Background: an optimization exercise with open tools, aiming at small area, a short achievable clock period and few clock cycles per item. Do not read the settings as production practice.
Function was checked by simulation only, so behaviour that the tests miss may differ from the original.

$ cat flow/constraint.sdc
create_clock -name core_clock -period 9.0 [get_ports {clk}]
set_input_delay 1.8000 -clock core_clock [delete_from_list [all_inputs] [get_ports {clk}]]
set_output_delay 1.8000 -clock core_clock [all_outputs]
set_load 0.01 [all_outputs]
$ cat flow/config.mk
export PLATFORM = sky130hd
export DESIGN_NAME = dct2d
export DESIGN_NICKNAME = dct2d
export VERILOG_FILES = /design/flow/design.v
export SDC_FILE = /design/flow/constraint.sdc
export NUM_CORES = 4
export LEC_CHECK = 0
export CAP_MARGIN = 20
export CORE_MARGIN = 2
export CORE_UTILIZATION = 35
export CTS_CLUSTER_DIAMETER = 100
export CTS_CLUSTER_SIZE = 30
export PLACE_DENSITY = 0.5
export SETUP_SLACK_MARGIN = 5.0
export SLEW_MARGIN = 20
$ cat flow/design.v
`default_nettype none
package dctPkg;
   typedef logic signed [31:0] sampleT;    
   localparam int BlockDim = 8;            
   localparam int BlockSize = 64;          
   localparam int NumMags = 7;             
   localparam int RowWidth = 32;           
   localparam int ColWidth = 42;           
   localparam logic [5:0] RowAccPhase = 6'd2;      
   localparam logic [5:0] ColAccPhase = 6'd13;     
   localparam logic [5:0] OutPhase = 6'd6;         
endpackage
`default_nettype wire
`default_nettype none
module cosineRom
(
   input logic [2:0] freq,
   input logic [2:0] index,
   output logic neg,
   output logic [2:0] mag
);
   always_comb
   begin
      case ({freq, index})
         6'd0: begin neg = 1'b0; mag = 3'd0; end    
         6'd1: begin neg = 1'b0; mag = 3'd0; end    
         6'd2: begin neg = 1'b0; mag = 3'd0; end    
         6'd3: begin neg = 1'b0; mag = 3'd0; end    
         6'd4: begin neg = 1'b0; mag = 3'd0; end    
         6'd5: begin neg = 1'b0; mag = 3'd0; end    
         6'd6: begin neg = 1'b0; mag = 3'd0; end    
         6'd7: begin neg = 1'b0; mag = 3'd0; end    
         6'd8: begin neg = 1'b0; mag = 3'd1; end    
         6'd9: begin neg = 1'b0; mag = 3'd3; end    
         6'd10: begin neg = 1'b0; mag = 3'd4; end    
         6'd11: begin neg = 1'b0; mag = 3'd6; end    
         6'd12: begin neg = 1'b1; mag = 3'd6; end    
         6'd13: begin neg = 1'b1; mag = 3'd4; end    
         6'd14: begin neg = 1'b1; mag = 3'd3; end    
         6'd15: begin neg = 1'b1; mag = 3'd1; end    
         6'd16: begin neg = 1'b0; mag = 3'd2; end    
         6'd17: begin neg = 1'b0; mag = 3'd5; end    
         6'd18: begin neg = 1'b1; mag = 3'd5; end    
         6'd19: begin neg = 1'b1; mag = 3'd2; end    
         6'd20: begin neg = 1'b1; mag = 3'd2; end    
         6'd21: begin neg = 1'b1; mag = 3'd5; end    
         6'd22: begin neg = 1'b0; mag = 3'd5; end    
         6'd23: begin neg = 1'b0; mag = 3'd2; end    
         6'd24: begin neg = 1'b0; mag = 3'd3; end    
         6'd25: begin neg = 1'b1; mag = 3'd6; end    
         6'd26: begin neg = 1'b1; mag = 3'd1; end    
         6'd27: begin neg = 1'b1; mag = 3'd4; end    
         6'd28: begin neg = 1'b0; mag = 3'd4; end    
         6'd29: begin neg = 1'b0; mag = 3'd1; end    
         6'd30: begin neg = 1'b0; mag = 3'd6; end    
         6'd31: begin neg = 1'b1; mag = 3'd3; end    
         6'd32: begin neg = 1'b0; mag = 3'd0; end    
         6'd33: begin neg = 1'b1; mag = 3'd0; end    
         6'd34: begin neg = 1'b1; mag = 3'd0; end    
         6'd35: begin neg = 1'b0; mag = 3'd0; end    
         6'd36: begin neg = 1'b0; mag = 3'd0; end    
         6'd37: begin neg = 1'b1; mag = 3'd0; end    
         6'd38: begin neg = 1'b1; mag = 3'd0; end    
         6'd39: begin neg = 1'b0; mag = 3'd0; end    
         6'd40: begin neg = 1'b0; mag = 3'd4; end    
         6'd41: begin neg = 1'b1; mag = 3'd1; end    
         6'd42: begin neg = 1'b0; mag = 3'd6; end    
         6'd43: begin neg = 1'b0; mag = 3'd3; end    
         6'd44: begin neg = 1'b1; mag = 3'd3; end    
         6'd45: begin neg = 1'b1; mag = 3'd6; end    
         6'd46: begin neg = 1'b0; mag = 3'd1; end    
         6'd47: begin neg = 1'b1; mag = 3'd4; end    
         6'd48: begin neg = 1'b0; mag = 3'd5; end    
         6'd49: begin neg = 1'b1; mag = 3'd2; end    
         6'd50: begin neg = 1'b0; mag = 3'd2; end    
         6'd51: begin neg = 1'b1; mag = 3'd5; end    
         6'd52: begin neg = 1'b1; mag = 3'd5; end    
         6'd53: begin neg = 1'b0; mag = 3'd2; end    
         6'd54: begin neg = 1'b1; mag = 3'd2; end    
         6'd55: begin neg = 1'b0; mag = 3'd5; end    
         6'd56: begin neg = 1'b0; mag = 3'd6; end    
         6'd57: begin neg = 1'b1; mag = 3'd4; end    
         6'd58: begin neg = 1'b0; mag = 3'd3; end    
         6'd59: begin neg = 1'b1; mag = 3'd1; end    
         6'd60: begin neg = 1'b0; mag = 3'd1; end    
         6'd61: begin neg = 1'b1; mag = 3'd3; end    
         6'd62: begin neg = 1'b0; mag = 3'd4; end    
         6'd63: begin neg = 1'b1; mag = 3'd6; end    
         default: begin neg = 1'b0; mag = 3'd0; end
      endcase
   end
endmodule
`default_nettype wire
`default_nettype none
module blockBuffer
(
   input logic clk,
   input logic fill,
   input logic [8*32-1:0] fillData,
   input logic [2:0] readRow,
   output dctPkg::sampleT readData
);
   logic [56*32-1:0] mem;         
   genvar v;
   generate
      for (v = 1; v < 8; v++)
      begin : gRow
         always_ff @(posedge clk)
         begin
            mem[(8*v-8)*32 +: 7*32] <= mem[(8*v-7)*32 +: 7*32];
            mem[(8*v-1)*32 +: 32] <= fill ? fillData[v*32 +: 32] : mem[(8*v-8)*32 +: 32];
         end
      end
   endgenerate
   always_comb
   begin
      case (readRow)
         3'd0: readData = fillData[0 +: 32];
         3'd1: readData = mem[(8*0)*32 +: 32];
         3'd2: readData = mem[(8*1)*32 +: 32];
         3'd3: readData = mem[(8*2)*32 +: 32];
         3'd4: readData = mem[(8*3)*32 +: 32];
         3'd5: readData = mem[(8*4)*32 +: 32];
         3'd6: readData = mem[(8*5)*32 +: 32];
         default: readData = mem[(8*6)*32 +: 32];
      endcase
   end
endmodule
`default_nettype wire
`default_nettype none
module mcmBasis
#(
   parameter int InWidth = 32,
   parameter int Width = 42,
   parameter int BasisWidth = 7 * 42
)
(
   input logic [InWidth-1:0] x,
   output logic [BasisWidth-1:0] basis
);
   localparam int W1 = (InWidth < Width) ? InWidth : Width;
   localparam int W3 = (InWidth + 2 < Width) ? InWidth + 2 : Width;
   localparam int W5 = (InWidth + 3 < Width) ? InWidth + 3 : Width;
   localparam int W9 = (InWidth + 4 < Width) ? InWidth + 4 : Width;
   localparam int O3 = W1;
   localparam int O5 = O3 + W3;
   localparam int O7 = O5 + W5;
   localparam int O9 = O7 + W5;
   localparam int O13 = O9 + W9;
   localparam int O16385 = O13 + W9;
   logic [Width-1:0] xe;
   logic [Width-1:0] x3;
   logic [Width-1:0] x5;
   logic [Width-1:0] x7;
   logic [Width-1:0] x9;
   logic [Width-1:0] x13;
   logic [Width-1:0] x16385;
   generate
      if (Width > InWidth)
      begin : gExt
         assign xe = {{(Width-InWidth){x[InWidth-1]}}, x};
      end
      else
      begin : gSame
         assign xe = x[Width-1:0];
      end
   endgenerate
   assign x3 = xe + (xe << 1);
   assign x5 = xe + (xe << 2);
   assign x7 = (xe << 3) - xe;
   assign x9 = xe + (xe << 3);
   add3 #(.Width(Width)) sum13
   (
      .a(xe),
      .b(xe << 2),
      .c(xe << 3),
      .inc(2'd0),
      .sum(x13)
   );
   assign x16385 = xe + (xe << 14);
   assign basis[0 +: W1] = xe[W1-1:0];
   assign basis[O3 +: W3] = x3[W3-1:0];
   assign basis[O5 +: W5] = x5[W5-1:0];
   assign basis[O7 +: W5] = x7[W5-1:0];
   assign basis[O9 +: W9] = x9[W9-1:0];
   assign basis[O13 +: W9] = x13[W9-1:0];
   assign basis[O16385 +: Width] = x16385;
endmodule
module macEngine
#(
   parameter int InWidth = 32,
   parameter int Width = 42,
   parameter int BasisWidth = 7 * 42
)
(
   input logic [BasisWidth-1:0] basis,
   output logic [7*Width-1:0] prod
);
   localparam int W1 = (InWidth < Width) ? InWidth : Width;
   localparam int W3 = (InWidth + 2 < Width) ? InWidth + 2 : Width;
   localparam int W5 = (InWidth + 3 < Width) ? InWidth + 3 : Width;
   localparam int W9 = (InWidth + 4 < Width) ? InWidth + 4 : Width;
   localparam int O3 = W1;
   localparam int O5 = O3 + W3;
   localparam int O7 = O5 + W5;
   localparam int O9 = O7 + W5;
   localparam int O13 = O9 + W9;
   localparam int O16385 = O13 + W9;
   logic [Width-1:0] x;
   logic [Width-1:0] x3;
   logic [Width-1:0] x5;
   logic [Width-1:0] x7;
   logic [Width-1:0] x9;
   logic [Width-1:0] x13;
   logic [Width-1:0] x16385;
   generate
      if (Width > W1)
      begin : gExt1
         assign x = {{(Width-W1){basis[W1-1]}}, basis[0 +: W1]};
      end
      else
      begin : gSame1
         assign x = basis[0 +: W1];
      end
      if (Width > W3)
      begin : gExt3
         assign x3 = {{(Width-W3){basis[O3+W3-1]}}, basis[O3 +: W3]};
      end
      else
      begin : gSame3
         assign x3 = basis[O3 +: W3];
      end
      if (Width > W5)
      begin : gExt5
         assign x5 = {{(Width-W5){basis[O5+W5-1]}}, basis[O5 +: W5]};
         assign x7 = {{(Width-W5){basis[O7+W5-1]}}, basis[O7 +: W5]};
      end
      else
      begin : gSame5
         assign x5 = basis[O5 +: W5];
         assign x7 = basis[O7 +: W5];
      end
      if (Width > W9)
      begin : gExt9
         assign x9 = {{(Width-W9){basis[O9+W9-1]}}, basis[O9 +: W9]};
         assign x13 = {{(Width-W9){basis[O13+W9-1]}}, basis[O13 +: W9]};
      end
      else
      begin : gSame9
         assign x9 = basis[O9 +: W9];
         assign x13 = basis[O13 +: W9];
      end
   endgenerate
   assign x16385 = basis[O16385 +: Width];
   logic [Width-1:0] opA [7];
   logic [Width-1:0] opB [7];
   logic [Width-1:0] opC [7];
   logic [1:0] inc [7];
   assign opA[0] = x16385 << 1;  assign opB[0] = x5 << 7;   assign opC[0] = ~(x5 << 11);  assign inc[0] = 2'b01;
   assign opA[1] = x5 << 1;      assign opB[1] = ~(x5 << 7); assign opC[1] = x << 15;      assign inc[1] = 2'b01;
   assign opA[2] = x16385 << 1;  assign opB[2] = x << 6;    assign opC[2] = ~(x5 << 9);   assign inc[2] = 2'b01;
   assign opA[3] = x13 << 11;    assign opB[3] = x5 << 7;   assign opC[3] = ~(x9 << 1);   assign inc[3] = 2'b01;
   assign opA[4] = x9 << 11;     assign opB[4] = ~x3;       assign opC[4] = ~(x7 << 5);   assign inc[4] = 2'b11;
   assign opA[5] = x << 8;       assign opB[5] = ~(x << 2); assign opC[5] = x3 << 12;     assign inc[5] = 2'b01;
   assign opA[6] = x << 13;      assign opB[6] = ~x7;       assign opC[6] = ~(x7 << 8);   assign inc[6] = 2'b11;
   genvar m;
   generate
      for (m = 0; m < 7; m++)
      begin : gProd
         add3 #(.Width(Width)) sum
         (
            .a(opA[m]),
            .b(opB[m]),
            .c(opC[m]),
            .inc(inc[m]),
            .sum(prod[m*Width +: Width])
         );
      end
   endgenerate
endmodule
`default_nettype wire
`default_nettype none
module add3
#(
   parameter int Width = 42
)
(
   input logic [Width-1:0] a,
   input logic [Width-1:0] b,
   input logic [Width-1:0] c,
   input logic [1:0] inc,
   output logic [Width-1:0] sum
);
   logic [Width-1:0] s;
   logic [Width-1:0] cy;
   logic [Width:0] t;
   assign s = a ^ b ^ c;
   assign cy = (a & b) | (a & c) | (b & c);
   assign t = {s, inc[0]} + {cy[Width-2:0], inc[1], inc[0]};
   assign sum = t[Width:1];
endmodule
`default_nettype wire
`default_nettype none
module dctControl
(
   input logic clk,
   input logic reset,
   input logic start,
   output logic reading,
   output logic done,
   output logic [5:0] phase
);
   logic loadFrame;       
   logic prev1;           
   logic prev2;           
   logic busy;
   assign busy = loadFrame || prev1 || prev2;
   always_ff @(posedge clk or posedge reset)
   begin
      if (reset)
      begin
         phase <= '0;
         loadFrame <= 1'b0;
         prev1 <= 1'b0;
         prev2 <= 1'b0;
         reading <= 1'b0;
         done <= 1'b0;
      end
      else
      begin
         done <= prev1 && (phase == dctPkg::OutPhase - 6'd1);
         if (!busy)
         begin
            reading <= start;
            loadFrame <= start;
         end
         else
         begin
            phase <= phase + 6'd1;
            if (phase == 6'd63)
            begin
               reading <= start;
               loadFrame <= start;
               prev1 <= loadFrame;
               prev2 <= prev1;
            end
         end
      end
   end
endmodule
`default_nettype wire
`default_nettype none
module dct2d
(
   input logic clk,
   input logic reset,
   input logic start,
   input logic [31:0] din,
   output logic reading,
   output logic done,
   output logic [31:0] dout
);
   localparam int RW = dctPkg::RowWidth;
   localparam int CW = dctPkg::ColWidth;
   logic [5:0] phase;
   dctControl control
   (
      .clk(clk),
      .reset(reset),
      .start(start),
      .reading(reading),
      .done(done),
      .phase(phase)
   );
   localparam int RBW = 7 * RW;
   logic [RBW-1:0] rowBasis;
   logic [RBW-1:0] rowBasisQ;
   logic [7*RW-1:0] rowProd;
   logic [7*RW-1:0] rowProdQ;
   logic [8*RW-1:0] rowAcc;                
   logic [8*RW-1:0] rowOut;                
   always_ff @(posedge clk)
   begin
      rowBasisQ <= rowBasis;
      rowProdQ <= rowProd;
   end
   mcmBasis #(.InWidth(RW), .Width(RW), .BasisWidth(RBW)) rowMcmBasis
   (
      .x(din),
      .basis(rowBasis)
   );
   macEngine #(.InWidth(RW), .Width(RW), .BasisWidth(RBW)) rowMcm
   (
      .basis(rowBasisQ),
      .prod(rowProd)
   );
   logic [5:0] rowPosNext;
   logic [2:0] rowIdxNext;
   logic rowFirstQ;                        
   logic rowLoadQ;                         
   assign rowPosNext = phase - (dctPkg::RowAccPhase - 6'd1);
   assign rowIdxNext = rowPosNext[2:0];
   always_ff @(posedge clk)
   begin
      rowFirstQ <= (rowIdxNext == 3'd0);
      rowLoadQ <= (rowIdxNext == 3'd0);
   end
   genvar u;
   generate
      for (u = 0; u < 8; u++)
      begin : gRow
         logic neg;
         logic [2:0] mag;
         logic [6:0] selQ;
         logic negQ;
         logic [RW-1:0] term;
         logic [RW-1:0] base;
         cosineRom rom
         (
            .freq(3'(u)),
            .index(rowIdxNext),
            .neg(neg),
            .mag(mag)
         );
         always_ff @(posedge clk)
         begin
            for (int i = 0; i < 7; i++)
            begin
               selQ[i] <= (mag == 3'(i));
            end
            negQ <= neg;
         end
         always_comb
         begin
            term = '0;
            for (int i = 0; i < 7; i++)
            begin
               term = term | (rowProdQ[i*RW +: RW] & {RW{selQ[i]}});
            end
         end
         assign base = rowFirstQ ? '0 : rowAcc[u*RW +: RW];
         logic [RW:0] sum;
         assign sum = {base, 1'b1} + {term ^ {RW{negQ}}, negQ};
         always_ff @(posedge clk)
         begin
            rowAcc[u*RW +: RW] <= sum[RW:1];
            if (rowLoadQ)
            begin
               rowOut[u*RW +: RW] <= rowAcc[u*RW +: RW];
            end
            else if (u < 7)
            begin
               rowOut[u*RW +: RW] <= rowOut[(u+1)*RW +: RW];
            end
         end
      end
   endgenerate
   localparam int CBW = 32 + 34 + 2 * 35 + 2 * 36 + CW;    
   logic [CBW-1:0] colBasis;
   logic [CBW-1:0] colBasisQ;
   logic [7*CW-1:0] colProd;
   logic [7*32-1:0] colProdQ;              
   logic [6:0] colLowZero;                 
   mcmBasis #(.InWidth(RW), .Width(CW), .BasisWidth(CBW)) colMcmBasis
   (
      .x(rowOut[0 +: RW]),
      .basis(colBasis)
   );
   always_ff @(posedge clk)
   begin
      colBasisQ <= colBasis;
   end
   macEngine #(.InWidth(RW), .Width(CW), .BasisWidth(CBW)) colMcm
   (
      .basis(colBasisQ),
      .prod(colProd)
   );
   genvar m;
   generate
      for (m = 0; m < 7; m++)
      begin : gColProd
         always_ff @(posedge clk)
         begin
            colProdQ[m*32 +: 32] <= colProd[m*CW + 10 +: 32];
            colLowZero[m] <= (colProd[m*CW +: 10] == 10'd0);
         end
      end
   endgenerate
   logic [5:0] colPosNext;
   logic [2:0] colRowNext;
   logic colFirstQ;                        
   logic [5:0] fillPosNext;
   logic fillQ;                            
   assign colPosNext = phase - (dctPkg::ColAccPhase - 6'd1);
   assign colRowNext = colPosNext[5:3];
   assign fillPosNext = phase - dctPkg::ColAccPhase;
   always_ff @(posedge clk)
   begin
      colFirstQ <= (colRowNext == 3'd0);
      fillQ <= (fillPosNext[5:3] == 3'd7);
   end
   logic [8*32-1:0] fillData;
   genvar v;
   generate
      for (v = 0; v < 8; v++)
      begin : gCol
         logic neg;
         logic [2:0] mag;
         logic [6:0] selQ;
         logic negQ;
         logic [31:0] prodHi;
         logic lowZero;
         logic [31:0] term;
         logic [33:0] base;
         logic [8*34-1:0] acc;            
         cosineRom rom
         (
            .freq(3'(v)),
            .index(colRowNext),
            .neg(neg),
            .mag(mag)
         );
         always_ff @(posedge clk)
         begin
            for (int i = 0; i < 7; i++)
            begin
               selQ[i] <= (mag == 3'(i));
            end
            negQ <= neg;
         end
         always_comb
         begin
            prodHi = '0;
            lowZero = 1'b0;
            for (int i = 0; i < 7; i++)
            begin
               prodHi = prodHi | (colProdQ[i*32 +: 32] & {32{selQ[i]}});
               lowZero = lowZero | (colLowZero[i] & selQ[i]);
            end
         end
         assign term = prodHi ^ {32{negQ}};
         assign base = colFirstQ ? '0 : acc[0 +: 34];
         logic [34:0] sum;
         assign sum = {base, 1'b1} + {{2{term[31]}}, term, negQ && lowZero};
         always_ff @(posedge clk)
         begin
            acc[0 +: 7*34] <= acc[34 +: 7*34];
            acc[7*34 +: 34] <= sum[34:1];
         end
         assign fillData[v*32 +: 32] = acc[7*34 + 2 +: 32];
      end
   endgenerate
   logic [5:0] outPosNext;
   logic [2:0] readRowQ;
   dctPkg::sampleT outWord;
   assign outPosNext = phase - (dctPkg::OutPhase - 6'd1);
   always_ff @(posedge clk)
   begin
      readRowQ <= outPosNext[5:3];
   end
   blockBuffer buffer
   (
      .clk(clk),
      .fill(fillQ),
      .fillData(fillData),
      .readRow(readRowQ),
      .readData(outWord)
   );
   always_ff @(posedge clk)
   begin
      dout <= outWord;
   end
endmodule
`default_nettype wire
$ cat flow/run.sh
#!/bin/bash
# synth_recipe.tcl (not shown) runs the flow's synth.tcl, then flattens the netlist and writes it again
# the make line also repeats each setting of config.mk as NAME=value (left out here)
make -C /OpenROAD-flow-scripts/flow DESIGN_CONFIG=/design/flow/config.mk WORK_HOME=/design/flow/orfs CLKGATE_MAP_FILE= SYNTH_SCRIPT=/design/flow/synth_recipe.tcl finish
==> results.json, run 1 <==
{
  "grt_first_pass_wirelength_um": 957000,
  "holdWs_ps": 218,
  "via_count_of_the_first_global_routing_pass": 135398,
  "max_freq_ghz": 0.231,
  "placedInstanceArea_um2": 218000,
  "end_kind": "flip-flop",
  "final_net_count": 21192,
  "detail_route.iter0.violations": 13810,
  "cp_cell_sequence": "buf_12, a222oi_1, nand3_1, xor2_1, ha_1, a2111o_1, buf_6, o21ai_4, nor4_4, buf_4, o41a_1, buf_6, a211o_1, a21oi_4, o21ai_2, a221o_1, xnor2_1",
  "layout-area-overhead-vs-synth_pct": 15.6,
  "critical_path.startpoint_type": "flip-flop",
  "dp.final_hpwl_um": 507000,
  "post_cts_hold_buffer_count": 0,
  "clkSinkCount": 5437,
  "post-place-ws_ps": 2800,
  "timing_worst_slew_pin_value_ps": 1130,
  "globalRouteOverflowTotal": 0,
  "final.min_clock_period_ps": 4330,
  "antenna_violations_before_repair": 63,
  "vias_per_cell": 5.15,
  "clk_transition_reported_paths_ps": 120,
  "post-route-cell-area_um2": 240000,
  "cp_data_arrival_time_ps": 5230,
  "ys_async_sr_fraction_pct": 0.184,
  "syn_area_um2": 208000,
  "syn_area_per_cell_um2": 11.1,
  "timing.hold.worst.class": "flip-flop to flip-flop",
  "mean_routed_wirelength_per_cell_um": 24.9,
  "insertion_delay_ps": 1060,
  "finalSetupViolations": 0,
  "ys_seq_elements": 5437,
  "top_level_ports": 69,
  "rsz0062_at_grt": "yes",
  "floorplan_die_width_um": 775,
  "drc": 0,
  "synth_edf_count": 32,
  "synth_sequential_area_ratio_pct": 52.5,
  "start_util_pct": 35.1,
  "hold_viol_final": 0,
  "row_count": 283,
  "yosysTopAreaCellShare_pct": 52.0,
  "grt_start_max_net_pins": 118,
  "ctsLongestPathBuffers": 4,
  "final.setup.worst_slack_ps": 4670,
  "dr_total_vias": 140688,
  "critPathMaxFanout": 5,
  "timing.critical_path.required_ps": 9900,
  "core_area_um2": 593000,
  "synth_warnings": 22,
  "cts_tree": "done",
  "grt_util_met1_pct": 29.3,
  "dieHeight_um": 775,
  "outcome": "finished clean",
  "totalNegativeSetupSlack_ps": 0,
  "gp_congestion": 0.918,
  "yosys-top-cells-area": "sky130_fd_sc_hd__dfxtp_1, sky130_fd_sc_hd__ha_1, sky130_fd_sc_hd__xnor2_1",
  "antenna_left": 0,
  "clock_tree.htree_level_count": 4,
  "crit_buf_inv": 4,
  "final_core_util_pct": 40.5,
  "global_route.usage.met3_pct": 2.46,
  "cpLargestDelayFamily": "compound AO/OA/AOI/OAI gates",
  "critPathMostFrequentCell": "sky130_fd_sc_hd__buf_6",
  "numPortBuffers": 68,
  "synth_area_leader_cell": "sky130_fd_sc_hd__dfxtp_1",
  "synth_ff_type": "sky130_fd_sc_hd__dfxtp_1",
  "synth_cells": 18743,
  "drt_wl_total_um": 680000,
  "max_slew_margin_pct": 25.0,
  "critical_path_class": "flip-flop to flip-flop",
  "timing.final.crit_share_pct": 48.1,
  "cts_inserted_buffers": 232,
  "worst_clock_skew_ps": 145,
  "post_route_cells_drive_above_1_share_pct": 15.1,
  "dieArea_um2": 600000,
  "post_synth_num_cell_types": 102,
  "grt_util_all_layers_pct": 21.5,
  "timing.critical_path.slowest_stage_cell": "sky130_fd_sc_hd__a2111o_1",
  "maxCapViolations": 0,
  "top_usage_layer": "met2",
  "drt_pass1_iterations": 17,
  "crit_path_max_incr_delay_ps": 410,
  "grt_use_met2_pct": 35.0,
  "clockRootBuffer": "sky130_fd_sc_hd__clkbuf_16",
  "drv_slew": 0
}
==> registers in the layout, indices dropped and copies added (netlist names), 6 cells and up <==
register	count
rowProdQ	204
rowAcc	255
gRow.selQ	31
gRow.negQ	7
colProdQ	224
dout	32
rowBasisQ	183
rowOut	256
colBasisQ	216
gCol.selQ	31
gCol.acc	2176
control.phase	6
gCol.negQ	7
buffer.mem	1792
colLowZero	7
==> placed cells by master (no fill, tap or decap), types with 90 or more instances in the layout <==
cell | Yosys | final
sky130_fd_sc_hd__o21bai_1 | 168 | 156
sky130_fd_sc_hd__a21oi_1 | 1094 | 944
sky130_fd_sc_hd__and3_1 | 121 | 111
sky130_fd_sc_hd__o21a_1 | 186 | 180
sky130_fd_sc_hd__a22oi_1 | 510 | 501
sky130_fd_sc_hd__buf_4 | 0 | 672
sky130_fd_sc_hd__mux2_2 | 469 | 469
sky130_fd_sc_hd__inv_1 | 1258 | 1170
sky130_fd_sc_hd__ha_1 | 1366 | 1227
sky130_fd_sc_hd__nand3_1 | 455 | 426
sky130_fd_sc_hd__nor2_1 | 690 | 672
sky130_fd_sc_hd__nand2b_1 | 170 | 167
sky130_fd_sc_hd__fa_1 | 405 | 393
sky130_fd_sc_hd__xnor2_1 | 1145 | 1086
sky130_fd_sc_hd__a21oi_2 | 1 | 121
sky130_fd_sc_hd__nor3_1 | 170 | 150
sky130_fd_sc_hd__o21ai_0 | 568 | 441
sky130_fd_sc_hd__nand2_1 | 530 | 510
sky130_fd_sc_hd__a21o_1 | 604 | 598
sky130_fd_sc_hd__a222oi_1 | 366 | 366
sky130_fd_sc_hd__dfxtp_1 | 5395 | 5234
sky130_fd_sc_hd__nor2b_1 | 703 | 685
sky130_fd_sc_hd__xor2_1 | 548 | 532
sky130_fd_sc_hd__buf_12 | 0 | 90
sky130_fd_sc_hd__clkbuf_16 | 0 | 257
==> per-stage QoR <==
step | cells
2_1_floorplan | 18768
3_3_place_gp | 26285
3_5_place_dp | 26287
4_1_cts | 27009
5_1_grt | 27310
6_report | 27329
==> synth_stat cells (26+ instances only) <==
cell / n
sky130_fd_sc_hd__a31o_2: 39
sky130_fd_sc_hd__xnor2_1: 1145
sky130_fd_sc_hd__a21oi_1: 1094
sky130_fd_sc_hd__and2_1: 70
sky130_fd_sc_hd__a221oi_1: 52
sky130_fd_sc_hd__and3_1: 121
sky130_fd_sc_hd__o21a_1: 186
sky130_fd_sc_hd__fa_1: 405
sky130_fd_sc_hd__a31oi_1: 109
sky130_fd_sc_hd__nor2_1: 690
sky130_fd_sc_hd__o21bai_1: 168
sky130_fd_sc_hd__nand3_1: 455
sky130_fd_sc_hd__ha_1: 1366
sky130_fd_sc_hd__nor2b_1: 703
sky130_fd_sc_hd__nand2b_1: 170
sky130_fd_sc_hd__inv_1: 1258
sky130_fd_sc_hd__a211o_1: 28
sky130_fd_sc_hd__a21o_1: 604
sky130_fd_sc_hd__o211ai_1: 53
sky130_fd_sc_hd__a211oi_1: 87
sky130_fd_sc_hd__buf_1: 84
sky130_fd_sc_hd__xor2_1: 548
sky130_fd_sc_hd__nor4_1: 30
sky130_fd_sc_hd__and4_1: 26
sky130_fd_sc_hd__o31ai_1: 37
sky130_fd_sc_hd__edfxtp_1: 32
sky130_fd_sc_hd__clkbuf_1: 508
sky130_fd_sc_hd__o21ai_0: 568
sky130_fd_sc_hd__nor3_1: 170
sky130_fd_sc_hd__dfxtp_1: 5395
sky130_fd_sc_hd__or2_2: 27
sky130_fd_sc_hd__a222oi_1: 366
sky130_fd_sc_hd__a21boi_0: 28
sky130_fd_sc_hd__a22oi_1: 510
sky130_fd_sc_hd__mux2_2: 469
sky130_fd_sc_hd__nand2_1: 530
sky130_fd_sc_hd__or3_1: 58
sky130_fd_sc_hd__nand4_1: 72
sky130_fd_sc_hd__o22ai_1: 31
==> routing by layer <==
| layer | share of wire (%) | up-vias |
|---|---|---|
| li1 | - | 66297 |
| met4 | 5.3 | 10 |
| met5 | 0.0078 | - |
| met1 | 44 | 68562 |
| met3 | 5.6 | 1331 |
| met2 | 45 | 4488 |
==> what timing repair did <==
action / CTS / global route
pin swaps: 381 / 534
gates resized for setup: 1136 / 677
setup endpoints to repair: 614 / 245
gates cloned: 20 / 24
buffers inserted: 384 / 274
==> final timing paths <==
check | start | end | slack, ps | cells after the start
max in group asynchronous | reset | control.done | 7220 | 2
max reg2reg | gRow[3].selQ[1] | rowAcc[127] | 4670 | 17
min | buffer.mem[1431] | buffer.mem[1399] | 220 | 0
min in group asynchronous | reset | control.phase[5] | 1460 | 2
max | gRow[3].selQ[1] | rowAcc[127] | 4670 | 17
min reg2reg | buffer.mem[1431] | buffer.mem[1399] | 220 | 0
==> cells by family after synthesis <==
logic type	Yosys count	share of synthesized area [%]
AO/OA/AOI/OAI	4287	14.2
other	1	0.00180
buffers and inverters	1858	3.36
multiplexers	505	2.78
flip-flops	5437	52.5
adder cells (fa/ha/maj)	1771	12.1
XOR/XNOR	1693	7.13
AND/OR/NAND/NOR	3191	7.85
==> layout make-up <==
type | count | area (um^2)
sequential | 5437 | 110000
multi-input combinational | 11473 | 98500
timing repair buffer | 981 | 10200
tap | 7837 | 9810
inverter | 1261 | 5000
clock inverter | 73 | 1220
fill | 56899 | 352000
clock buffer | 245 | 5920
antenna | 22 | 55.1
Testbench counts, summed over its fixed seeds: cycles 3,648, blocks 48.
==> inputs of run 2 (changes only) <==
--- a/flow/design.v
+++ b/flow/design.v
@@ -8,6 +8,6 @@
    localparam int ColWidth = 42;           
    localparam logic [5:0] RowAccPhase = 6'd2;      
-   localparam logic [5:0] ColAccPhase = 6'd13;     
-   localparam logic [5:0] OutPhase = 6'd6;         
+   localparam logic [5:0] ColAccPhase = 6'd14;     
+   localparam logic [5:0] OutPhase = 6'd8;         
 endpackage
 `default_nettype wire
@@ -94,12 +94,15 @@
 `default_nettype none
 module blockBuffer
+#(
+   parameter int Width = 32
+)
 (
    input logic clk,
    input logic fill,
-   input logic [8*32-1:0] fillData,
+   input logic [8*Width-1:0] fillData,
    input logic [2:0] readRow,
-   output dctPkg::sampleT readData
+   output logic [Width-1:0] readData
 );
-   logic [56*32-1:0] mem;         
+   logic [56*Width-1:0] mem;         
    genvar v;
    generate
@@ -108,6 +111,6 @@
          always_ff @(posedge clk)
          begin
-            mem[(8*v-8)*32 +: 7*32] <= mem[(8*v-7)*32 +: 7*32];
-            mem[(8*v-1)*32 +: 32] <= fill ? fillData[v*32 +: 32] : mem[(8*v-8)*32 +: 32];
+            mem[(8*v-8)*Width +: 7*Width] <= mem[(8*v-7)*Width +: 7*Width];
+            mem[(8*v-1)*Width +: Width] <= fill ? fillData[v*Width +: Width] : mem[(8*v-8)*Width +: Width];
          end
       end
@@ -116,12 +119,12 @@
    begin
       case (readRow)
-         3'd0: readData = fillData[0 +: 32];
-         3'd1: readData = mem[(8*0)*32 +: 32];
-         3'd2: readData = mem[(8*1)*32 +: 32];
-         3'd3: readData = mem[(8*2)*32 +: 32];
-         3'd4: readData = mem[(8*3)*32 +: 32];
-         3'd5: readData = mem[(8*4)*32 +: 32];
-         3'd6: readData = mem[(8*5)*32 +: 32];
-         default: readData = mem[(8*6)*32 +: 32];
+         3'd0: readData = fillData[0 +: Width];
+         3'd1: readData = mem[(8*0)*Width +: Width];
+         3'd2: readData = mem[(8*1)*Width +: Width];
+         3'd3: readData = mem[(8*2)*Width +: Width];
+         3'd4: readData = mem[(8*3)*Width +: Width];
+         3'd5: readData = mem[(8*4)*Width +: Width];
+         3'd6: readData = mem[(8*5)*Width +: Width];
+         default: readData = mem[(8*6)*Width +: Width];
       endcase
    end
@@ -378,6 +381,9 @@
    logic [7*RW-1:0] rowProd;
    logic [7*RW-1:0] rowProdQ;
-   logic [8*RW-1:0] rowAcc;                
-   logic [8*RW-1:0] rowOut;                
+   logic [8*16-1:0] rowAccL;               
+   logic [8*16-1:0] rowAccH;               
+   logic [8*16-1:0] rowOutL;               
+   logic [8*16-1:0] rowOutH;               
+   logic [15:0] rowOutLowQ;                
    always_ff @(posedge clk)
    begin
@@ -399,4 +405,6 @@
    logic rowFirstQ;                        
    logic rowLoadQ;                         
+   logic rowFirstHiQ;                      
+   logic rowLoadHiQ;
    assign rowPosNext = phase - (dctPkg::RowAccPhase - 6'd1);
    assign rowIdxNext = rowPosNext[2:0];
@@ -405,4 +413,7 @@
       rowFirstQ <= (rowIdxNext == 3'd0);
       rowLoadQ <= (rowIdxNext == 3'd0);
+      rowFirstHiQ <= rowFirstQ;
+      rowLoadHiQ <= rowLoadQ;
+      rowOutLowQ <= rowOutL[0 +: 16];
    end
    genvar u;
@@ -439,17 +450,37 @@
             end
          end
-         assign base = rowFirstQ ? '0 : rowAcc[u*RW +: RW];
-         logic [RW:0] sum;
-         assign sum = {base, 1'b1} + {term ^ {RW{negQ}}, negQ};
+         logic [RW-1:0] termX;
+         logic [15:0] baseL;
+         logic [15:0] baseH;
+         logic [17:0] sumL;
+         logic [16:0] sumH;
+         logic carryQ;
+         logic [15:0] termHQ;
+         assign termX = term ^ {RW{negQ}};
+         assign baseL = rowFirstQ ? '0 : rowAccL[u*16 +: 16];
+         assign sumL = {1'b0, baseL, 1'b1} + {1'b0, termX[15:0], negQ};
+         assign baseH = rowFirstHiQ ? '0 : rowAccH[u*16 +: 16];
+         assign sumH = {baseH, 1'b1} + {termHQ, carryQ};
          always_ff @(posedge clk)
          begin
-            rowAcc[u*RW +: RW] <= sum[RW:1];
+            rowAccL[u*16 +: 16] <= sumL[16:1];
+            carryQ <= sumL[17];
+            termHQ <= termX[31:16];
+            rowAccH[u*16 +: 16] <= sumH[16:1];
             if (rowLoadQ)
             begin
-               rowOut[u*RW +: RW] <= rowAcc[u*RW +: RW];
+               rowOutL[u*16 +: 16] <= rowAccL[u*16 +: 16];
+            end
+            else if (u < 7)
+            begin
+               rowOutL[u*16 +: 16] <= rowOutL[(u+1)*16 +: 16];
+            end
+            if (rowLoadHiQ)
+            begin
+               rowOutH[u*16 +: 16] <= rowAccH[u*16 +: 16];
             end
             else if (u < 7)
             begin
-               rowOut[u*RW +: RW] <= rowOut[(u+1)*RW +: RW];
+               rowOutH[u*16 +: 16] <= rowOutH[(u+1)*16 +: 16];
             end
          end
@@ -464,5 +495,5 @@
    mcmBasis #(.InWidth(RW), .Width(CW), .BasisWidth(CBW)) colMcmBasis
    (
-      .x(rowOut[0 +: RW]),
+      .x({rowOutH[0 +: 16], rowOutLowQ}),
       .basis(colBasis)
    );
@@ -490,6 +521,8 @@
    logic [2:0] colRowNext;
    logic colFirstQ;                        
+   logic colFirstHiQ;                      
    logic [5:0] fillPosNext;
    logic fillQ;                            
+   logic fillHiQ;                          
    assign colPosNext = phase - (dctPkg::ColAccPhase - 6'd1);
    assign colRowNext = colPosNext[5:3];
@@ -498,7 +531,10 @@
    begin
       colFirstQ <= (colRowNext == 3'd0);
+      colFirstHiQ <= colFirstQ;
       fillQ <= (fillPosNext[5:3] == 3'd7);
+      fillHiQ <= fillQ;
    end
-   logic [8*32-1:0] fillData;
+   logic [8*15-1:0] fillLow;
+   logic [8*17-1:0] fillHigh;
    genvar v;
    generate
@@ -512,6 +548,12 @@
          logic lowZero;
          logic [31:0] term;
-         logic [33:0] base;
-         logic [8*34-1:0] acc;            
+         logic [16:0] baseL;
+         logic [16:0] baseH;
+         logic [18:0] sumL;
+         logic [17:0] sumH;
+         logic carryQ;
+         logic [16:0] termHQ;
+         logic [8*17-1:0] accL;           
+         logic [8*17-1:0] accH;           
          cosineRom rom
          (
@@ -540,34 +582,53 @@
          end
          assign term = prodHi ^ {32{negQ}};
-         assign base = colFirstQ ? '0 : acc[0 +: 34];
-         logic [34:0] sum;
-         assign sum = {base, 1'b1} + {{2{term[31]}}, term, negQ && lowZero};
+         assign baseL = colFirstQ ? '0 : accL[0 +: 17];
+         assign sumL = {1'b0, baseL, 1'b1} + {1'b0, term[16:0], negQ && lowZero};
+         assign baseH = colFirstHiQ ? '0 : accH[0 +: 17];
+         assign sumH = {baseH, 1'b1} + {termHQ, carryQ};
          always_ff @(posedge clk)
          begin
-            acc[0 +: 7*34] <= acc[34 +: 7*34];
-            acc[7*34 +: 34] <= sum[34:1];
+            accL[0 +: 7*17] <= accL[17 +: 7*17];
+            accL[7*17 +: 17] <= sumL[17:1];
+            carryQ <= sumL[18];
+            termHQ <= {{2{term[31]}}, term[31:17]};
+            accH[0 +: 7*17] <= accH[17 +: 7*17];
+            accH[7*17 +: 17] <= sumH[17:1];
          end
-         assign fillData[v*32 +: 32] = acc[7*34 + 2 +: 32];
+         assign fillLow[v*15 +: 15] = accL[7*17 + 2 +: 15];
+         assign fillHigh[v*17 +: 17] = accH[7*17 +: 17];
       end
    endgenerate
    logic [5:0] outPosNext;
-   logic [2:0] readRowQ;
-   dctPkg::sampleT outWord;
-   assign outPosNext = phase - (dctPkg::OutPhase - 6'd1);
+   logic [2:0] readRowLowQ;
+   logic [2:0] readRowHighQ;
+   logic [14:0] outLow;
+   logic [16:0] outHigh;
+   logic [14:0] lowQ;
+   assign outPosNext = phase - (dctPkg::OutPhase - 6'd2);
    always_ff @(posedge clk)
    begin
-      readRowQ <= outPosNext[5:3];
+      readRowLowQ <= outPosNext[5:3];
+      readRowHighQ <= readRowLowQ;
    end
-   blockBuffer buffer
+   blockBuffer #(.Width(15)) bufferLow
    (
       .clk(clk),
       .fill(fillQ),
-      .fillData(fillData),
-      .readRow(readRowQ),
-      .readData(outWord)
+      .fillData(fillLow),
+      .readRow(readRowLowQ),
+      .readData(outLow)
+   );
+   blockBuffer #(.Width(17)) bufferHigh
+   (
+      .clk(clk),
+      .fill(fillHiQ),
+      .fillData(fillHigh),
+      .readRow(readRowHighQ),
+      .readData(outHigh)
    );
    always_ff @(posedge clk)
    begin
-      dout <= outWord;
+      lowQ <= outLow;
+      dout <= {outHigh, lowQ};
    end
 endmodule
--- a/flow/config.mk
+++ b/flow/config.mk
@@ -9,6 +9,6 @@
 export CORE_MARGIN = 2
 export CORE_UTILIZATION = 35
-export CTS_CLUSTER_DIAMETER = 100
-export CTS_CLUSTER_SIZE = 30
+export CTS_CLUSTER_DIAMETER = 80
+export CTS_CLUSTER_SIZE = 24
 export PLACE_DENSITY = 0.5
 export SETUP_SLACK_MARGIN = 5.0
==> results.json, run 2 <==
{
  "outcome": "finished clean",
  "detailroute.wirelength.met3_um": 25400,
  "antenna_violations_before_repair": 32,
  "post-place-ws_ps": 2740,
  "syn_area_per_cell_um2": 11.4,
  "gp_congestion": 0.919,
  "grt_first_pass_wirelength_um": 865000,
  "drc": 0,
  "layout-area-overhead-vs-synth_pct": 13.7,
  "timing.critical_path.required_ps": 9920,
  "core_area_um2": 598000,
  "ctsLongestPathBuffers": 4,
  "clk_transition_reported_paths_ps": 90,
  "synth_sequential_area_ratio_pct": 54.9,
  "drv_slew": 0,
  "dieArea_um2": 606000,
  "row_count": 284,
  "clockRootBuffer": "sky130_fd_sc_hd__clkbuf_16",
  "synth_common_cells": "sky130_fd_sc_hd__dfxtp_1, sky130_fd_sc_hd__ha_1, sky130_fd_sc_hd__inv_1, sky130_fd_sc_hd__xnor2_1, sky130_fd_sc_hd__a21oi_1",
  "post_route_cells_drive_above_1_share_pct": 12.4,
  "via_count_of_the_first_global_routing_pass": 129918,
  "dr_total_vias": 133251,
  "synth.most_common_cell": "sky130_fd_sc_hd__dfxtp_1",
  "syn_area_um2": 210000,
  "holdWs_ps": 229,
  "maxCapViolations": 0,
  "final.setup.worst_slack_ps": 4890,
  "max_freq_ghz": 0.243,
  "final_core_util_pct": 39.9,
  "reg_top3": "gCol.accH: 1088 flops, gCol.accL: 1088 flops, bufferHigh.mem: 952 flops",
  "mean_routed_wirelength_per_cell_um": 22.1,
  "highest_count_cells_in_the_layout_ignoring_fill_and_taps": "sky130_fd_sc_hd__dfxtp_1, sky130_fd_sc_hd__inv_1, sky130_fd_sc_hd__ha_1",
  "finalSetupViolations": 0,
  "route.top_layer_used": "met4",
  "dieHeight_um": 779,
  "final_net_count": 20732,
  "clock_tree.htree_level_count": 5,
  "yosysTopAreaCellShare_pct": 54.3,
  "synth_area_leader_cell": "sky130_fd_sc_hd__dfxtp_1",
  "worst_clock_skew_ps": 111,
  "cp_data_arrival_time_ps": 5020,
  "max_slew_margin_pct": 17.5,
  "ys_seq_elements": 5738,
  "drt-met1-wl_um": 272000,
  "yosys-top-cells-area": "sky130_fd_sc_hd__dfxtp_1, sky130_fd_sc_hd__ha_1, sky130_fd_sc_hd__xnor2_1",
  "antenna_left": 0,
  "timing.final.crit_share_pct": 45.6,
  "met2_length_um": 276000,
  "dp.final_hpwl_um": 447000,
  "cts_tree": "done",
  "drt_pass1_iterations": 13,
  "critPathMaxFanout": 4,
  "rsz0062_at_grt": "yes",
  "grt_start_max_net_pins": 96,
  "post-place-cells": 26153,
  "grt_util_all_layers_pct": 18.9,
  "end_kind": "flip-flop",
  "post_synth_num_cell_types": 93,
  "synth_ff_type": "sky130_fd_sc_hd__dfxtp_1",
  "vias_per_cell": 4.92,
  "synth_cells": 18474,
  "hold_viol_final": 0,
  "stdcell_count": 27075,
  "cts_inserted_buffers": 326,
  "ys_async_sr_fraction_pct": 0.174,
  "globalRouteOverflowTotal": 0,
  "final.min_clock_period_ps": 4110,
  "start_util_pct": 35.1,
  "clkSinkCount": 5738,
  "layout_commonest_cell": "sky130_fd_sc_hd__dfxtp_1",
  "numPortBuffers": 68,
  "top_level_ports": 69,
  "synth_edf_count": 32,
  "synth_warnings": 23,
  "drt_wl_total_um": 599000,
  "timing.hold.worst.class": "flip-flop to flip-flop",
  "critical_path.startpoint_type": "flip-flop",
  "insertion_delay_ps": 1080,
  "timing_worst_slew_pin_value_ps": 1230,
  "post_cts_hold_buffer_count": 0,
  "totalNegativeSetupSlack_ps": 0,
  "critical_path_class": "flip-flop to flip-flop",
  "floorplan_die_width_um": 779,
  "detail_route.iter0.violations": 12021
}
-- run 2: what timing repair did --
action                     in CTS  in global routing
cloned                          2                  9
hold endpoints to repair        0                  0
buffers inserted              252                175
setup endpoints to repair     499                198
pin swaps                     191                270
gates resized for setup       673                440
-- run 2: layout make-up --
cell class / count / area [um^2]
Antenna cell: 11 / 27.5
Clock buffer: 347 / 8290
Clock inverter: 126 / 1980
Fill cell: 57549 / 359000
Inverter: 1367 / 5320
Multi-Input combinational cell: 10813 / 91300
Sequential cell: 5738 / 116000
Tap cell: 8008 / 10000
Timing Repair Buffer: 665 / 6190
-- run 2: final timing paths --
kind | depth (start not counted) | end | startpoint | slack (ps)
worst max-delay path | 19 | colProdQ[190] | colBasisQ[102] | 4890
worst min-delay path | 0 | gCol[1].accH[79] | gCol[1].accH[96] | 230
worst max register to register | 19 | colProdQ[190] | colBasisQ[102] | 4890
worst min register to register | 0 | gCol[1].accH[79] | gCol[1].accH[96] | 230
max in group asynchronous | 2 | control.prev2 | reset | 7540
min in group asynchronous | 2 | control.done | reset | 1180
-- run 2: per-stage QoR --
step,area [um^2]
2_1_floorplan,210000
3_3_place_gp,220000
3_5_place_dp,220000
4_1_cts,235000
5_1_grt,239000
6_report,239000
-- run 2: logic make-up after synthesis --
logic type               Yosys count  synth area share (%)
adder cells (fa/ha/maj)         1786                  12.1
other                              1               0.00179
AND/OR/NAND/NOR                 3059                  7.37
buffers and inverters           1948                  3.48
multiplexers                     504                  2.77
AO/OA/AOI/OAI                   3760                  12.3
flip-flops                      5738                  54.9
XOR/XNOR                        1678                  7.00
-- run 2: critical path, cell delays in order (launching register included) --
cell	delay (ps)
sky130_fd_sc_hd__dfxtp_4	360
sky130_fd_sc_hd__clkinvlp_4	130
sky130_fd_sc_hd__buf_6	150
sky130_fd_sc_hd__fa_1	510
sky130_fd_sc_hd__inv_2	50
sky130_fd_sc_hd__ha_4	240
sky130_fd_sc_hd__a21o_1	190
sky130_fd_sc_hd__a21o_1	190
sky130_fd_sc_hd__a21oi_4	150
sky130_fd_sc_hd__a211o_1	240
sky130_fd_sc_hd__a21oi_4	100
sky130_fd_sc_hd__o41ai_2	200
sky130_fd_sc_hd__buf_4	180
sky130_fd_sc_hd__a21oi_2	60
sky130_fd_sc_hd__or4_4	510
sky130_fd_sc_hd__buf_12	150
sky130_fd_sc_hd__a31oi_4	160
sky130_fd_sc_hd__o21ai_2	90
sky130_fd_sc_hd__a31oi_1	200
sky130_fd_sc_hd__xnor2_1	140
-- run 2: routing by layer --
metal | global-route usage, % | up-vias
li1 | - | 64136
met1 | 25.7 | 64307
met2 | 31.5 | 3603
met3 | 1.96 | 1205
met4 | 6.58 | 0
met5 | 0 | -
Testbench counts of run 2, summed over its fixed seeds: cycles 3,664, blocks 48.
==> inputs of run 3 (changes only) <==
--- a/flow/config.mk
+++ b/flow/config.mk
@@ -12,4 +12,4 @@
 export CTS_CLUSTER_SIZE = 24
 export PLACE_DENSITY = 0.5
-export SETUP_SLACK_MARGIN = 5.0
+export SETUP_SLACK_MARGIN = 4.8
 export SLEW_MARGIN = 20
==> results.json, run 3 <==
{
  "gp_congestion": 0.930,
  "yosys-top-cells-area": "sky130_fd_sc_hd__dfxtp_1, sky130_fd_sc_hd__ha_1, sky130_fd_sc_hd__xnor2_1",
  "globalRouteOverflowTotal": 0,
  "post_cts_hold_buffer_count": 0,
  "worst_clock_skew_ps": 86.9,
  "cts_tree": "done",
  "end_kind": "flip-flop",
  "row_count": 284,
  "critical_path_class": "flip-flop to flip-flop",
  "critPathMaxFanout": 5,
  "syn_area_um2": 210000,
  "finalSetupViolations": 0,
  "synth_cells": 18474,
  "timing.final.crit_share_pct": 46.3,
  "synth_common_cells": "sky130_fd_sc_hd__dfxtp_1, sky130_fd_sc_hd__ha_1, sky130_fd_sc_hd__inv_1, sky130_fd_sc_hd__xnor2_1, sky130_fd_sc_hd__a21oi_1",
  "floorplan_die_width_um": 779,
  "max_slew_margin_pct": 25.7,
  "critical_path.startpoint_type": "flip-flop",
  "cts_inserted_buffers": 331,
  "clockRootBuffer": "sky130_fd_sc_hd__clkbuf_16",
  "grt_start_max_net_pins": 81,
  "maxCapViolations": 0,
  "antenna_left": 0,
  "crit_buf_inv": 1,
  "drt_pass1_iterations": 14,
  "numPortBuffers": 68,
  "totalNegativeSetupSlack_ps": 0,
  "vias_per_cell": 4.92,
  "synth_sequential_area_ratio_pct": 54.9,
  "synth_warnings": 23,
  "start_util_pct": 35.1,
  "ctsLongestPathBuffers": 4,
  "final.min_clock_period_ps": 4170,
  "crit_path_max_incr_delay_ps": 570,
  "clkSinkCount": 5738,
  "dieHeight_um": 779,
  "hold_viol_final": 0,
  "cpLargestDelayFamily": "compound AO/OA/AOI/OAI gates",
  "reg_top3": "gCol.accH: 1088 flops, gCol.accL: 1088 flops, bufferHigh.mem: 952 flops",
  "holdWs_ps": 245,
  "mean_routed_wirelength_per_cell_um": 22.1,
  "outcome": "finished clean",
  "layout_commonest_cell": "sky130_fd_sc_hd__dfxtp_1",
  "syn_area_per_cell_um2": 11.4,
  "highest_count_cells_in_the_layout_ignoring_fill_and_taps": "sky130_fd_sc_hd__dfxtp_1, sky130_fd_sc_hd__ha_1, sky130_fd_sc_hd__inv_1",
  "max_freq_ghz": 0.240,
  "critPathMostFrequentCell": "sky130_fd_sc_hd__a211oi_2",
  "clock_tree.htree_level_count": 5,
  "grt_first_pass_wirelength_um": 862000,
  "timing_worst_slew_pin_value_ps": 1110,
  "dp.final_hpwl_um": 449000,
  "dr_total_vias": 132336,
  "final_net_count": 20561,
  "via_count_of_the_first_global_routing_pass": 129791,
  "antenna_violations_before_repair": 45,
  "core_area_um2": 598000,
  "detail_route.iter0.violations": 11692,
  "yosysTopAreaCellShare_pct": 54.3,
  "synth.most_common_cell": "sky130_fd_sc_hd__dfxtp_1",
  "grt_util_all_layers_pct": 18.9,
  "rsz0062_at_grt": "yes",
  "clk_transition_reported_paths_ps": 90,
  "insertion_delay_ps": 1030,
  "ys_seq_elements": 5738,
  "post_synth_num_cell_types": 93,
  "drc": 0,
  "dieArea_um2": 606000,
  "ys_async_sr_fraction_pct": 0.174,
  "post_route_cells_drive_above_1_share_pct": 10.4,
  "cp_cell_sequence": "clkinvlp_4, fa_1, ha_2, a211oi_2, nand2_1, a211oi_2, nor3_2, a31o_1, a211o_1, a31oi_4, o21ai_2, a21oi_2, o31ai_2, a221oi_2, xnor2_1",
  "synth_edf_count": 32,
  "cp_data_arrival_time_ps": 5070,
  "synth_area_leader_cell": "sky130_fd_sc_hd__dfxtp_1",
  "timing.critical_path.required_ps": 9900,
  "synth_ff_type": "sky130_fd_sc_hd__dfxtp_1",
  "top_level_ports": 69,
  "timing.hold.worst.class": "flip-flop to flip-flop",
  "drv_slew": 0,
  "layout-area-overhead-vs-synth_pct": 12.2,
  "timing.critical_path.slowest_stage_cell": "sky130_fd_sc_hd__fa_1",
  "drt_wl_total_um": 594000
}
==> run 3: changes by cell type in the layout (fill, tap and decap cells not counted), sizes merged, moves of 3 or more <==
| cell | delta |
|---|---|
| clkbuf | +3 |
| buf | -171 |
| clkdlybuf4s50 | +6 |
| bufinv | -7 |
| dlygate4sd2 | -5 |
| clkinvlp | -15 |
| clkinv | +25 |
==> run 3: logic make-up after synthesis <==
logic type / after synthesis / share of synthesized area, %
AOI/OAI and AO/OA: 3760 / 12.3
xor gates and xnor gates: 1678 / 7.00
adders and majority gates: 1786 / 12.1
buffers and inverters: 1948 / 3.48
DFF: 5738 / 54.9
muxes: 504 / 2.77
other: 1 / 0.00179
and+or+nand+nor: 3059 / 7.37
==> run 3: path summary, 6_finish.rpt <==
check,end,startpoint,slack [ps],depth (start not counted)
setup / recovery,colProdQ[158],colBasisQ[43],4830,15
hold / removal,bufferHigh.mem[80],bufferHigh.mem[97],240,0
setup reg to reg,colProdQ[158],colBasisQ[43],4830,15
hold reg to reg,bufferHigh.mem[80],bufferHigh.mem[97],240,0
max in group asynchronous,control.prev2,reset,7500,2
min in group asynchronous,control.phase[4],reset,1180,2
==> run 3: repair_timing <==
item                                    CTS  global route
endpoints found under the setup margin  416           162
gates cloned                              1             2
pin swaps                                87           151
resized for setup                       439           296
setup buffers                           152           102
==> run 3: stage by stage <==
| step | std cells | setup slack [ps] | area, um^2 | utilization [%] |
|---|---|---|---|---|
| after detailed placement | 26158 | 2710 | 220000 | 36.8 |
| after floorplan | 18499 | 4670 | 210000 | - |
| after CTS | 26792 | 4760 | 233000 | 39.0 |
| final | 26907 | 4830 | 236000 | 39.4 |
| after global routing | 26898 | 4700 | 236000 | 39.4 |
| after global placement | 26158 | 2670 | 220000 | 36.8 |
==> run 3: layout make-up <==
cell class | count | area (um^2)
inverter | 1367 | 5270
clock buffer | 353 | 8490
multi-input combinational | 10813 | 89900
sequential | 5738 | 116000
antenna | 11 | 27.5
fill | 57619 | 362000
timing repair buffer | 489 | 4440
clock inverter | 128 | 2020
tap | 8008 | 10000
==> run 3: per-layer routing <==
layer	wire, um	track usage [%]	vias to the layer above
li1	-	-	63771
met5	0	0	-
met4	25500	6.71	0
met2	273000	31.5	3641
met3	26100	2.16	1205
met1	270000	25.3	63719
==> inputs of run 4 (changes only) <==
--- a/flow/config.mk
+++ b/flow/config.mk
@@ -8,8 +8,8 @@
 export CAP_MARGIN = 20
 export CORE_MARGIN = 2
-export CORE_UTILIZATION = 35
+export CORE_UTILIZATION = 40
 export CTS_CLUSTER_DIAMETER = 80
 export CTS_CLUSTER_SIZE = 24
-export PLACE_DENSITY = 0.5
-export SETUP_SLACK_MARGIN = 4.8
+export PLACE_DENSITY = 0.55
+export SETUP_SLACK_MARGIN = 5.0
 export SLEW_MARGIN = 20
==> results.json, run 4 <==
{
  "timing.critical_path.required_ps": 9940,
  "post_route_cells_drive_above_1_share_pct": 12.0,
  "clockRootBuffer": "sky130_fd_sc_hd__clkbuf_16",
  "synth_warnings": 23,
  "clkSinkCount": 5738,
  "ys_async_sr_fraction_pct": 0.174,
  "top_level_ports": 69,
  "timing.final.crit_share_pct": 46.0,
  "cts_tree": "done",
  "maxCapViolations": 0,
  "cts_inserted_buffers": 321,
  "timing.hold.worst.class": "flip-flop to flip-flop",
  "synth_cells": 18474,
  "synth_common_cells": "sky130_fd_sc_hd__dfxtp_1, sky130_fd_sc_hd__ha_1, sky130_fd_sc_hd__inv_1, sky130_fd_sc_hd__xnor2_1, sky130_fd_sc_hd__a21oi_1",
  "globalRouteOverflowTotal": 0,
  "highest_count_cells_in_the_layout_ignoring_fill_and_taps": "sky130_fd_sc_hd__dfxtp_1, sky130_fd_sc_hd__inv_1, sky130_fd_sc_hd__ha_1",
  "drt_pass1_iterations": 14,
  "post_synth_num_cell_types": 93,
  "dieArea_um2": 531000,
  "num-fill-cells": 48624,
  "grt_first_pass_wirelength_um": 852000,
  "hold_viol_final": 0,
  "critical_path.startpoint_type": "flip-flop",
  "clk_transition_reported_paths_ps": 90,
  "numPortBuffers": 68,
  "outcome": "finished clean",
  "global_route.usage.met3_pct": 2.39,
  "timing_worst_slew_pin_value_ps": 1190,
  "via_count_of_the_first_global_routing_pass": 130695,
  "synth.most_common_cell": "sky130_fd_sc_hd__dfxtp_1",
  "dp.final_hpwl_um": 438000,
  "worst_hold_path_stage_count": 0,
  "final.min_clock_period_ps": 4140,
  "gp_congestion": 0.958,
  "worst_clock_skew_ps": 78.3,
  "final_net_count": 20683,
  "start_util_pct": 40.1,
  "clock_tree.htree_level_count": 5,
  "detail_route.iter0.violations": 12776,
  "core_area_um2": 524000,
  "grt_use_met2_pct": 35.3,
  "rsz0062_at_grt": "yes",
  "multi_input_combinational_cell_area_um2": 91200,
  "floorplan_die_width_um": 729,
  "layout-area-overhead-vs-synth_pct": 12.7,
  "grt_util_met1_pct": 28.4,
  "max_freq_ghz": 0.241,
  "stdcell_count": 25983,
  "top_usage_layer": "met2",
  "yosys-top-cells-area": "sky130_fd_sc_hd__dfxtp_1, sky130_fd_sc_hd__ha_1, sky130_fd_sc_hd__xnor2_1",
  "ff_latch_area_um2": 116000,
  "end_kind": "flip-flop",
  "totalNegativeSetupSlack_ps": 0,
  "yosysTopAreaCellShare_pct": 54.3,
  "timing.reg2reg.worst_path_depth": 20,
  "row_count": 266,
  "post-place-ws_ps": 2790,
  "syn_area_um2": 210000,
  "layout_commonest_cell": "sky130_fd_sc_hd__dfxtp_1",
  "critical_path_class": "flip-flop to flip-flop",
  "cp_data_arrival_time_ps": 5080,
  "reg_top3": "gCol.accH: 1088 flops, gCol.accL: 1088 flops, bufferHigh.mem: 952 flops",
  "vias_per_cell": 5.15,
  "synth_ff_type": "sky130_fd_sc_hd__dfxtp_1",
  "synth_edf_count": 32,
  "drt_wl_total_um": 586000,
  "drc": 0,
  "post-place-cells": 25103,
  "final_core_util_pct": 45.2,
  "critPathMaxFanout": 3,
  "finalSetupViolations": 0,
  "mean_routed_wirelength_per_cell_um": 22.6,
  "syn_area_per_cell_um2": 11.4,
  "ys_seq_elements": 5738,
  "antenna_violations_before_repair": 58,
  "dr_total_vias": 133877,
  "final.setup.worst_slack_ps": 4860,
  "synth_sequential_area_ratio_pct": 54.9,
  "dieHeight_um": 729,
  "drv_slew": 0,
  "grt_util_all_layers_pct": 21.2,
  "max_slew_margin_pct": 20.0,
  "ctsLongestPathBuffers": 4,
  "synth_area_leader_cell": "sky130_fd_sc_hd__dfxtp_1",
  "insertion_delay_ps": 1070,
  "grt_start_max_net_pins": 83,
  "antenna_left": 0
}
[run 4: what timing repair did]
item / 4_1_cts / 5_1_grt
buffers inserted: 209 / 184
pin swaps: 145 / 245
gates resized for setup: 649 / 459
cloned: 3 / 8
hold buffers: 0 / 0
setup endpoints to repair: 489 / 202
[run 4: worst paths after layout]
kind,startpoint,endpoint,slack [ps]
setup / recovery,colBasisQ[215],colProdQ[89],4860
max in group asynchronous,reset,control.phase[2],7590
setup reg to reg,colBasisQ[215],colProdQ[89],4860
min in group asynchronous,reset,control.reading,1130
hold reg to reg,gCol[3].accH[55],gCol[3].accH[38],270
hold / removal,gCol[3].accH[55],gCol[3].accH[38],270
[run 4: cell families after synthesis]
group                      synth area share (%)
DFF                                        54.9
AOI/OAI and AO/OA                          12.3
and+or+nand+nor                            7.37
buffers and inverters                      3.48
adders and majority gates                  12.1
xor gates and xnor gates                   7.00
muxes                                      2.77
other                                   0.00179
[run 4: cell type report]
cell class / count / area share, %
timing repair buffer: 621 / 2.46
inverter: 1367 / 2.24
multi-input combinational: 10813 / 38.6
antenna: 16 / 0.0169
sequential: 5738 / 48.8
tap: 6968 / 3.68
clock buffer: 348 / 3.50
clock inverter: 112 / 0.703
[run 4: stage by stage]
step	area (um^2)	hold slack, ps
3_5_place_dp	219000	312
4_1_cts	233000	258
3_3_place_gp	219000	310
6_report	237000	274
2_1_floorplan	210000	310
5_1_grt	237000	268
[run 4: per-layer routing]
metal  wire (um)  vias up
met5          54        -
met2      269000     4003
met3       28600     1342
met1      261000    64516
met4       27200        8
li1            -    64008
[run 4: critical path, cell delays in order, from the launching register on]
cell and delay [ps]:
sky130_fd_sc_hd__dfxtp_2 360, sky130_fd_sc_hd__clkinvlp_4 110, sky130_fd_sc_hd__buf_12 130, sky130_fd_sc_hd__buf_4 120, sky130_fd_sc_hd__buf_6 120, sky130_fd_sc_hd__fa_1 550, sky130_fd_sc_hd__inv_2 50, sky130_fd_sc_hd__ha_4 210
sky130_fd_sc_hd__or3_4 340, sky130_fd_sc_hd__o21ai_4 90, sky130_fd_sc_hd__o21ai_2 80, sky130_fd_sc_hd__a21oi_2 160, sky130_fd_sc_hd__o21ai_2 120, sky130_fd_sc_hd__o211ai_1 210, sky130_fd_sc_hd__nand2_1 140, sky130_fd_sc_hd__o31a_1 350
sky130_fd_sc_hd__a221o_1 380, sky130_fd_sc_hd__a21oi_4 180, sky130_fd_sc_hd__buf_12 130, sky130_fd_sc_hd__o31ai_2 60, sky130_fd_sc_hd__xor2_1 160
==> inputs of run 5 (changes only) <==
--- a/flow/config.mk
+++ b/flow/config.mk
@@ -8,8 +8,8 @@
 export CAP_MARGIN = 20
 export CORE_MARGIN = 2
-export CORE_UTILIZATION = 40
+export CORE_UTILIZATION = 45
 export CTS_CLUSTER_DIAMETER = 80
 export CTS_CLUSTER_SIZE = 24
-export PLACE_DENSITY = 0.55
+export PLACE_DENSITY = 0.6
 export SETUP_SLACK_MARGIN = 5.0
 export SLEW_MARGIN = 20
==> results.json, run 5 <==
{
  "floorplan_die_width_um": 687,
  "final.setup.worst_slack_ps": 4880,
  "finalSetupViolations": 0,
  "synth_edf_count": 32,
  "synth_ff_type": "sky130_fd_sc_hd__dfxtp_1",
  "start_util_pct": 45.2,
  "critical_path_class": "flip-flop to flip-flop",
  "syn_area_per_cell_um2": 11.4,
  "outcome": "finished clean",
  "drv_slew": 0,
  "post_synth_num_cell_types": 93,
  "clk_transition_reported_paths_ps": 90,
  "drc": 0,
  "synth.most_common_cell": "sky130_fd_sc_hd__dfxtp_1",
  "ys_async_sr_fraction_pct": 0.174,
  "clockRootBuffer": "sky130_fd_sc_hd__clkbuf_16",
  "numPortBuffers": 68,
  "antenna_violations_before_repair": 43,
  "antenna_left": 0,
  "post-place-ws_ps": 2770,
  "rsz0062_at_grt": "yes",
  "critical_path.startpoint_type": "flip-flop",
  "globalRouteOverflowTotal": 0,
  "final_net_count": 20638,
  "layout-area-overhead-vs-synth_pct": 11.6,
  "timing_worst_slew_pin_value_ps": 1140,
  "reg_top3": "gCol.accH: 1088 flops, gCol.accL: 1088 flops, bufferHigh.mem: 952 flops",
  "drt_pass1_iterations": 14,
  "critPathMostFrequentCell": "sky130_fd_sc_hd__buf_4",
  "synth_cells": 18474,
  "core_area_um2": 464000,
  "timing.critical_path.required_ps": 9900,
  "final.min_clock_period_ps": 4120,
  "timing.final.crit_share_pct": 45.7,
  "detail_route.iter0.violations": 12783,
  "hold_viol_final": 0,
  "dieHeight_um": 687,
  "highest_count_cells_in_the_layout_ignoring_fill_and_taps": "sky130_fd_sc_hd__dfxtp_1, sky130_fd_sc_hd__inv_1, sky130_fd_sc_hd__ha_1",
  "totalNegativeSetupSlack_ps": 0,
  "clkSinkCount": 5738,
  "dr_total_vias": 133386,
  "cts_inserted_buffers": 308
}
-- run 5: cell counts after synthesis --
Identical to the previous run, type by type.
-- run 5: kinds of logic after synthesis --
logic type	after synthesis	synth area share, %
compound gates	3760	12.3
xor+xnor	1678	7.00
fa+ha+maj	1786	12.1
buf+inv	1948	3.48
flops	5738	54.9
mux	504	2.77
other cells	1	0.00179
simple gates	3059	7.37
-- run 5: path summary, 6_finish.rpt --
check | start | end | slack [ps] | cells past startpoint
max | colBasisQ[215] | colProdQ[188] | 4880 | 20
min reg2reg | gCol[1].accH[18] | gCol[1].accH[1] | 310 | 0
max in group asynchronous | reset | control.done | 7540 | 2
max reg2reg | colBasisQ[215] | colProdQ[188] | 4880 | 20
min in group asynchronous | reset | control.prev1 | 1170 | 2
min | gCol[1].accH[18] | gCol[1].accH[1] | 310 | 0
-- run 5: final cells by class --
type / count / area [um^2] / area share (%)
sequential: 5738 / 116000 / 49.3
multi-input combinational: 10813 / 90900 / 38.8
clock buffer: 337 / 7980 / 3.40
tap: 6174 / 7720 / 3.30
timing repair buffer: 589 / 5430 / 2.32
inverter: 1367 / 5320 / 2.27
clock inverter: 91 / 1470 / 0.629
antenna: 16 / 40.0 / 0.0171
-- run 5: routing by layer --
metal | part of all wire, % | track usage, % | vias to the layer above
met4 | 5.0 | 9.55 | 4
li1 | - | - | 63921
met2 | 45 | 38.6 | 4234
met5 | 0.0040 | 0 | -
met1 | 44 | 31.6 | 63844
met3 | 5.4 | 3.05 | 1383
-- run 5: worst max-delay path: cells and delay by family, from the launching register on --
kind | cells | cell delay, ps
and+or+nand+nor | 5 | 980
xor gates and xnor gates | 1 | 170
buffers and inverters | 6 | 700
AOI/OAI and AO/OA | 6 | 1280
adders and majority gates | 2 | 550
DFF | 1 | 350
-- run 5: what timing repair did --
action                                  4_1_cts  5_1_grt
setup buffers                               201      158
pin swaps                                   133      213
endpoints found under the setup margin      456      191
gates resized for setup                     601      432
cloned                                        2        2
-- run 5: stage by stage --
step	utilization (%)	instances
after floorplan	-	18499
after global placement	46.9	24318
after detailed placement	47.0	24318
after CTS	49.8	24949
after global routing	50.5	25112
final	50.5	25125

## port drivers added, routing unchanged
No port has a modelled driver above. Below, the same layouts with a new extraction and two added sets of constraints.
Step 1: set_driving_cell puts a clkbuf_16 on clk and a buf_2 on each other input, an assumption about the parent block.
Step 2 moves the port delays by t, midway between the first and last clock arrival at a register: inputs arrive t later, outputs are due t later. That takes back most of the time a late clock gives input paths.
Three values: no drivers, after step 1, after step 2; two values: the first two.
| run | shift t [ns] | slack for setup (ns) | clock arrival spread, ns | slew at the worst register clock pin (ns) |
|---|---|---|---|---|
| run 1 | 1.107 | 4.672 / 4.672 / 3.936 | 0.161 / 0.160 | 0.12 / 0.12 |
| run 2 | 1.128 | 4.893 / 4.893 / 4.047 | 0.115 / 0.116 | 0.10 / 0.10 |
| run 3 | 1.117 | 4.829 / 4.829 / 3.846 | 0.100 / 0.100 | 0.10 / 0.10 |
| run 4 | 1.122 | 4.858 / 4.858 / 3.996 | 0.088 / 0.088 | 0.10 / 0.10 |
| run 5 | 1.067 | 4.884 / 4.884 / 4.079 | 0.093 / 0.093 | 0.10 / 0.10 |
After both steps every run listed still meets setup and hold. The setup slack of run 3, which loses most, moves by 0.000 ns with the drivers and by -0.983 ns with both steps.
